From an optimization exercise on the open Yosys and OpenROAD flow, aimed at small area; shortcuts taken in it are not production practice.
Where RTL was checked, it was by simulation tests only, not by an equivalence proof against the original.
Power figures rest on the tool's default switching activity, not on a simulated workload.

Setup of before:
==> flow/design.v <==
module cpu16_core #(
  parameter logic [11:0] RESET_PC = 12'h000
) (
  input  logic        CLOCK_50,
  input  logic        reset,
  input  logic [15:0] inst,
  output logic [11:0] pc,
  output logic        retire,
  output logic        halted,
  input  logic [3:0]  dbg_sel,
  output logic [15:0] dbg_data
);
  localparam logic [1:0] CLR = 2'd0, FETCH = 2'd1, EX = 2'd2, HALT = 2'd3;
  logic [1:0]  st;
  logic [3:0]  ph;
  logic [15:0] rf [1:15];
  logic [15:0] hin, t;    
  logic        c, bd;
  wire [3:0] op = inst[15:12];
  wire [3:0] rc = inst[11:8];
  wire [3:0] ra = inst[7:4];
  wire [3:0] rb = inst[3:0];
  wire s_clr   = st == CLR;
  wire s_fetch = st == FETCH;
  wire s_ex    = st == EX;
  wire last    = ph == 4'd15;
  wire op_sub = op == 4'h1;
  wire op_slt = op == 4'h5;
  wire op_shl = op == 4'h6;
  wire op_shr = op == 4'h7;
  wire op_mul = op == 4'h9;
  wire op_beq = op == 4'hB;
  assign halted = st == HALT;
  wire       tload = s_fetch & (ph == 4'd14);
  wire [1:0] ps_s = {halted | op_beq, halted | tload};
  wire [3:0] psel;
  for (genvar k = 0; k < 4; k++) begin : g_psel
    cpu16_mux4 u_m (.d({dbg_sel[k], rc[k], ra[k], rb[k]}), .s(ps_s), .y(psel[k]));
  end
  wire [3:0] psel_n, lo_n, hi_n;
  wire [15:1] oh;
  for (genvar k = 0; k < 4; k++) begin : g_pre
    cpu16_inv   u_i (.a(psel[k]), .y(psel_n[k]));
    cpu16_nand2 u_l (.a(k[0] ? psel[0] : psel_n[0]), .b(k[1] ? psel[1] : psel_n[1]), .y(lo_n[k]));
    cpu16_nand2 u_h (.a(k[0] ? psel[2] : psel_n[2]), .b(k[1] ? psel[3] : psel_n[3]), .y(hi_n[k]));
  end
  for (genvar i = 1; i < 16; i++) begin : g_oh
    cpu16_nor2 u_o (.a(lo_n[i % 4]), .b(hi_n[i / 4]), .y(oh[i]));
  end
  wire [15:0] pm;
  for (genvar b = 0; b < 16; b++) begin : g_pm
    wire [4:0] g;
    for (genvar k = 0; k < 5; k++) begin : g_k
      cpu16_aoi222 u_aoi (
        .a0(oh[3*k+1]), .b0(rf[3*k+1][b]),
        .a1(oh[3*k+2]), .b1(rf[3*k+2][b]),
        .a2(oh[3*k+3]), .b2(rf[3*k+3][b]),
        .y(g[k]));
    end
    cpu16_nand5 u_nand (.a(g), .y(pm[b]));
  end
  wire [15:0] r0, r1, r2;
  for (genvar i = 0; i < 16; i++) begin : g_rot
    cpu16_mux2i u0 (.a(pm[i]), .b(pm[(i + 15) % 16]), .s(ph[0]), .y(r0[i]));
    cpu16_mux2i u1 (.a(r0[i]), .b(r0[(i + 14) % 16]), .s(ph[1]), .y(r1[i]));
    cpu16_mux2i u2 (.a(r1[i]), .b(r1[(i + 12) % 16]), .s(ph[2]), .y(r2[i]));
    cpu16_mux2i u3 (.a(r2[i]), .b(r2[(i + 8) % 16]), .s(ph[3]), .y(dbg_data[i]));
  end
  wire bnext = pm[1];
  wire       shl = op_shl;
  wire       sh  = op_shl | op_shr;
  wire [3:0] km, kx, idx;
  wire [4:0] ic;
  assign ic[0] = shl;
  for (genvar k = 0; k < 4; k++) begin : g_idx
    cpu16_xor2 u_x (.a(inst[k]), .b(shl), .y(kx[k]));
    cpu16_and2 u_a (.a(kx[k]), .b(sh), .y(km[k]));
    cpu16_fa   u_f (.a(ph[k]), .b(km[k]), .ci(ic[k]), .s(idx[k]), .co(ic[k+1]));
  end
  wire amask, tsel;
  cpu16_xnor2 u_mask (.a(ic[4]), .b(shl), .y(amask));
  wire [3:0] tq;
  for (genvar k = 0; k < 4; k++) begin : g_tq
    cpu16_mux4 u_m (.d(t[4*k +: 4]), .s(idx[1:0]), .y(tq[k]));
  end
  cpu16_mux4 u_tsel (.d(tq), .s(idx[3:2]), .y(tsel));
  wire x_t = tsel & amask;
  wire op_addi = op == 4'h8;
  wire op_li   = op == 4'hD;
  logic imm;
  always_comb begin
    if (op_li) imm = ph[3] ? inst[7] : inst[ph[2:0]];
    else       imm = ph[3:2] == 2'b00 ? inst[ph[1:0]] : 1'b0;
  end
  wire x    = x_t;
  wire y    = op_addi ? imm : bd;
  wire flip = op_slt & last;             
  wire xx   = x ^ flip;
  wire yy   = y ^ (op_sub | op_slt) ^ flip;
  wire cin  = (ph == 4'd0) ? (op_sub | op_slt) : c;
  wire sum, cout;
  cpu16_fa u_alu (.a(xx), .b(yy), .ci(cin), .s(sum), .co(cout));
  wire zacc = ((ph == 4'd0) ? 1'b0 : c) | bd;
  wire        mstep = s_ex & op_mul;
  wire        pg    = mstep & bd;
  wire [15:0] accn  = {hin[15:1], hin[0] | (mstep & ph == 4'd0)};
  wire [15:0] ppn;
  for (genvar i = 0; i < 16; i++) begin : g_pp
    cpu16_nand2 u_p (.a(t[i]), .b(pg), .y(ppn[i]));
  end
  wire [16:0] s17n;    
  wire [16:1] cyn;     
  cpu16_xnor2 u_s0 (.a(accn[0]), .b(ppn[0]), .y(s17n[0]));
  cpu16_or2   u_c0 (.a(accn[0]), .b(ppn[0]), .y(cyn[1]));
  for (genvar i = 1; i < 16; i++) begin : g_add
    cpu16_fa u_fa (.a(accn[i]), .b(ppn[i]), .ci(cyn[i]), .s(s17n[i]), .co(cyn[i+1]));
  end
  assign s17n[16] = cyn[16];
  wire        hclr  = s_clr | (s_fetch & op_mul & ph != 4'd0);
  wire        htopn = mstep ? s17n[16] : (hclr | hin[0]);
  logic wbit, wen;
  always_comb begin
    wbit = 1'b0;
    case (op)
      4'h0, 4'h1, 4'h8: wbit = sum;
      4'hD: wbit = imm;
      4'h2: wbit = x & y;
      4'h3: wbit = x | y;
      4'h4: wbit = x ^ y;
      4'h5: wbit = s_fetch & ~c;
      4'h6, 4'h7: wbit = x;
      4'h9: wbit = ~s17n[0];
      4'hA: wbit = ~hin[0];
      default: wbit = 1'b0;
    endcase
    if (s_clr) wbit = 1'b0;
    wen = s_ex & (op <= 4'hA) & ~(op_slt & ph == 4'd0) | s_ex & op_li
        | s_fetch & op_slt & ph == 4'd0;
  end
  wire fin = last & s_ex;
  assign retire = fin;
  wire        jump  = op == 4'hC | op_beq & ~zacc;
  wire [11:0] pc_inc, pc_nx;
  wire [11:1] pc_cy;
  cpu16_inv u_inc0 (.a(pc[0]), .y(pc_inc[0]));
  assign pc_cy[1] = pc[0];
  for (genvar i = 1; i < 11; i++) begin : g_inc
    cpu16_ha u_h (.a(pc[i]), .b(pc_cy[i]), .s(pc_inc[i]), .co(pc_cy[i+1]));
  end
  cpu16_xor2 u_inc11 (.a(pc[11]), .b(pc_cy[11]), .y(pc_inc[11]));
  wire sel_tgt_lo = jump & ~reset;
  wire sel_tgt_hi = jump & ~reset & ~op_beq;
  wire sel_inc    = ~jump & ~reset;
  for (genvar i = 0; i < 12; i++) begin : g_pcnx
    wire pc_or;
    cpu16_a22o u_m (.a1(i < 8 ? sel_tgt_lo : sel_tgt_hi), .a2(inst[i]), .b1(sel_inc), .b2(pc_inc[i]),
                    .y(pc_or));
    if (RESET_PC[i]) begin : g_one
      assign pc_nx[i] = pc_or | reset;
    end else begin : g_zero
      assign pc_nx[i] = pc_or;
    end
  end
  wire        pc_en = reset | fin & (op != 4'hF);
  always_ff @(posedge CLOCK_50) begin
    ph <= reset ? 4'd0 : ph + 4'd1;
    c  <= s_clr | (op_beq ? zacc : cout);
    bd <= bnext;
    hin <= {htopn, s17n[15:1]};
    if (tload) t <= {pm[1:0], pm[15:2]};
    for (int i = 1; i < 16; i++)
      rf[i] <= {(s_clr | wen & rc == 4'(i)) ? wbit : rf[i][0], rf[i][15:1]};
    if (pc_en) pc <= pc_nx;
    if (reset) begin
      st <= CLR;
    end else if (last) begin
      case (st)
        CLR:   st <= FETCH;
        FETCH: st <= EX;
        EX:    st <= op == 4'hF ? HALT : FETCH;
        default: st <= HALT;
      endcase
    end
  end
endmodule
module cpu16_aoi222 (
  input  logic a0, b0, a1, b1, a2, b2,
  output logic y
);
  assign y = ~(a0 & b0 | a1 & b1 | a2 & b2);
endmodule
module cpu16_nand5 (
  input  logic [4:0] a,
  output logic       y
);
  assign y = ~&a;
endmodule
module cpu16_mux2i (
  input  logic a, b, s,
  output logic y
);
  assign y = ~(s ? b : a);
endmodule
module cpu16_inv (
  input  logic a,
  output logic y
);
  assign y = ~a;
endmodule
module cpu16_nand2 (
  input  logic a, b,
  output logic y
);
  assign y = ~(a & b);
endmodule
module cpu16_nor2 (
  input  logic a, b,
  output logic y
);
  assign y = ~(a | b);
endmodule
module cpu16_fa (
  input  logic a, b, ci,
  output logic s, co
);
  assign {co, s} = a + b + ci;
endmodule
module cpu16_ha (
  input  logic a, b,
  output logic s, co
);
  assign {co, s} = a + b;
endmodule
module cpu16_mux4 (
  input  logic [3:0] d,
  input  logic [1:0] s,
  output logic       y
);
  assign y = d[s];
endmodule
module cpu16_xor2 (
  input  logic a, b,
  output logic y
);
  assign y = a ^ b;
endmodule
module cpu16_xnor2 (
  input  logic a, b,
  output logic y
);
  assign y = ~(a ^ b);
endmodule
module cpu16_and2 (
  input  logic a, b,
  output logic y
);
  assign y = a & b;
endmodule
module cpu16_or2 (
  input  logic a, b,
  output logic y
);
  assign y = a | b;
endmodule
module cpu16_a22o (
  input  logic a1, a2, b1, b2,
  output logic y
);
  assign y = a1 & a2 | b1 & b2;
endmodule
==> flow/config.mk <==
export PLATFORM = sky130hd
export DESIGN_NAME = cpu16_core
export DESIGN_NICKNAME = cpu16_core
export VERILOG_FILES = /design/flow/design.v
export SDC_FILE = /design/flow/constraint.sdc
export NUM_CORES = 4
export LEC_CHECK = 0
export CAP_MARGIN = 5
export CORE_MARGIN = 2
export CORE_UTILIZATION = 60
export GPL_TIMING_DRIVEN = 0
export SLEW_MARGIN = 5
export SYNTH_HIERARCHICAL = 1
export SYNTH_MINIMUM_KEEP_SIZE = 0
==> flow/constraint.sdc <==
create_clock -name core_clock -period 10.0 [get_ports {CLOCK_50}]
set_input_delay 2.0000 -clock core_clock [delete_from_list [all_inputs] [get_ports {CLOCK_50}]]
set_output_delay 2.0000 -clock core_clock [all_outputs]
set_load 0.01 [all_outputs]
standard.sh (not shown) runs the stock make flow with config.mk's settings and CLKGATE_MAP_FILE= SYNTH_SCRIPT=/design/flow/synth_recipe.tcl, a recipe that flattens the netlist after the stock synthesis.
==> flow/flow/run.sh <==
#!/bin/bash
set -euo pipefail
cd "$(dirname "$0")/.."
mkdir -p tmp scripts
export TMPDIR="$PWD/tmp"
cp -r "$FLOW_HOME/scripts/." scripts/
cp flow/abc_speed.script scripts/abc_speed.script
export SCRIPTS_DIR="$PWD/scripts"
export CTS_ARGS="-sink_clustering_enable -repair_clock_nets -dont_use_dummy_load -sink_clustering_size 20 -sink_clustering_max_diameter 60 -buf_list sky130_fd_sc_hd__clkbuf_8 -root_buf sky130_fd_sc_hd__clkbuf_4 -tree_buf sky130_fd_sc_hd__clkbuf_4"
export BUFFER_PORTS_ARGS="-buffer_cell sky130_fd_sc_hd__buf_1"
bash standard.sh > standard.log 2>&1
rm -rf tmp
==> flow/flow/abc_speed.script <==
&get -n
&st
&dch
&nf -R 1000 -p
&st
&syn2
&if -g -K 6
&synch2
&nf -R 1000 -p
&st
&syn2
&if -g -K 6
&synch2
&nf -R 1000 -p
&st
&syn2
&if -g -K 6
&synch2
&nf -R 1000 -p
&st
&syn2
&if -g -K 6
&synch2
&nf -R 1000 -p
&st
&syn2
&if -g -K 6
&synch2
&nf -R 1000 -p
&put
topo
stime -c
dnsize -c
Edits applied to the flow inputs when going from before to after:
-- flow/design.v --
<<< before, line 98
  wire xx   = x ^ flip;
  wire yy   = y ^ (op_sub | op_slt) ^ flip;
  wire cin  = (ph == 4'd0) ? (op_sub | op_slt) : c;
  wire sum, cout;
  cpu16_fa u_alu (.a(xx), .b(yy), .ci(cin), .s(sum), .co(cout));
>>> after, line 98
  wire xx   = x ^ flip;
  wire yy   = y ^ (op_sub | op_slt) ^ flip;
  wire op_and = op == 4'h2;
  wire op_or  = op == 4'h3;
  wire op_xor = op == 4'h4;
  wire cin  = (op_and | op_or | op_xor) ? op_or : (ph == 4'd0) ? (op_sub | op_slt) : c;
  wire sum, cout;
  cpu16_fa u_alu (.a(xx), .b(yy), .ci(cin), .s(sum), .co(cout));
<<< before, line 125
      4'h0, 4'h1, 4'h8: wbit = sum;
      4'hD: wbit = imm;
      4'h2: wbit = x & y;
      4'h3: wbit = x | y;
      4'h4: wbit = x ^ y;
      4'h5: wbit = s_fetch & ~c;
      4'h6, 4'h7: wbit = x;
>>> after, line 128
      4'h0, 4'h1, 4'h8: wbit = sum;
      4'hD: wbit = imm;
      4'h2, 4'h3: wbit = cout;
      4'h4: wbit = sum;
      4'h5: wbit = s_fetch & ~c;
      4'h6, 4'h7: wbit = x;
## What came out
after -> before: die area flat. Taking before as the reference, in after total clock buffers created by CTS rose by 1, part of the power in combinational logic fell by 0.5 points, overall power of the completed layout stayed essentially flat, cell area after synthesis stayed essentially flat. Relative to before, synthesis-to-layout area growth has increased by 0.37 points in after. Area of all placed cells without fillers: after vs before — no meaningful difference. The core of after is more densely filled than that of before.
Function not checked in after: the RTL went through the layout flow alone.

==> afterwards: timing with drivers on the ports <==
In the flow no input, the clock included, has a driving cell. The finished layouts below were timed again as built, in two steps.
Step 1, drivers: a clkbuf_16 drives CLOCK_50 and a buf_2 each remaining input, both assumed.
Step 2 times the ports against the registers' clock, not the clock port: input delays grow and output delays shrink by t, the midpoint of the rising clock arrivals with the driver on.
a / b / c = no drivers / after step 1 / after step 2; a / b = the first two.
| run | shift t [ns] | setup WS [ns] | worst slew at a driven data input, ns |
|---|---|---|---|
| before | 0.643 | 0.414 / 0.424 / -0.219 | 0.05 |
| after | 0.659 | 0.407 / 0.418 / -0.241 | 0.03 |
Met with ideal ports but missed after step 2: setup timing in before and after. For after, which loses most, drivers alone change the setup slack by +0.011 ns; drivers and shift together by -0.648 ns.
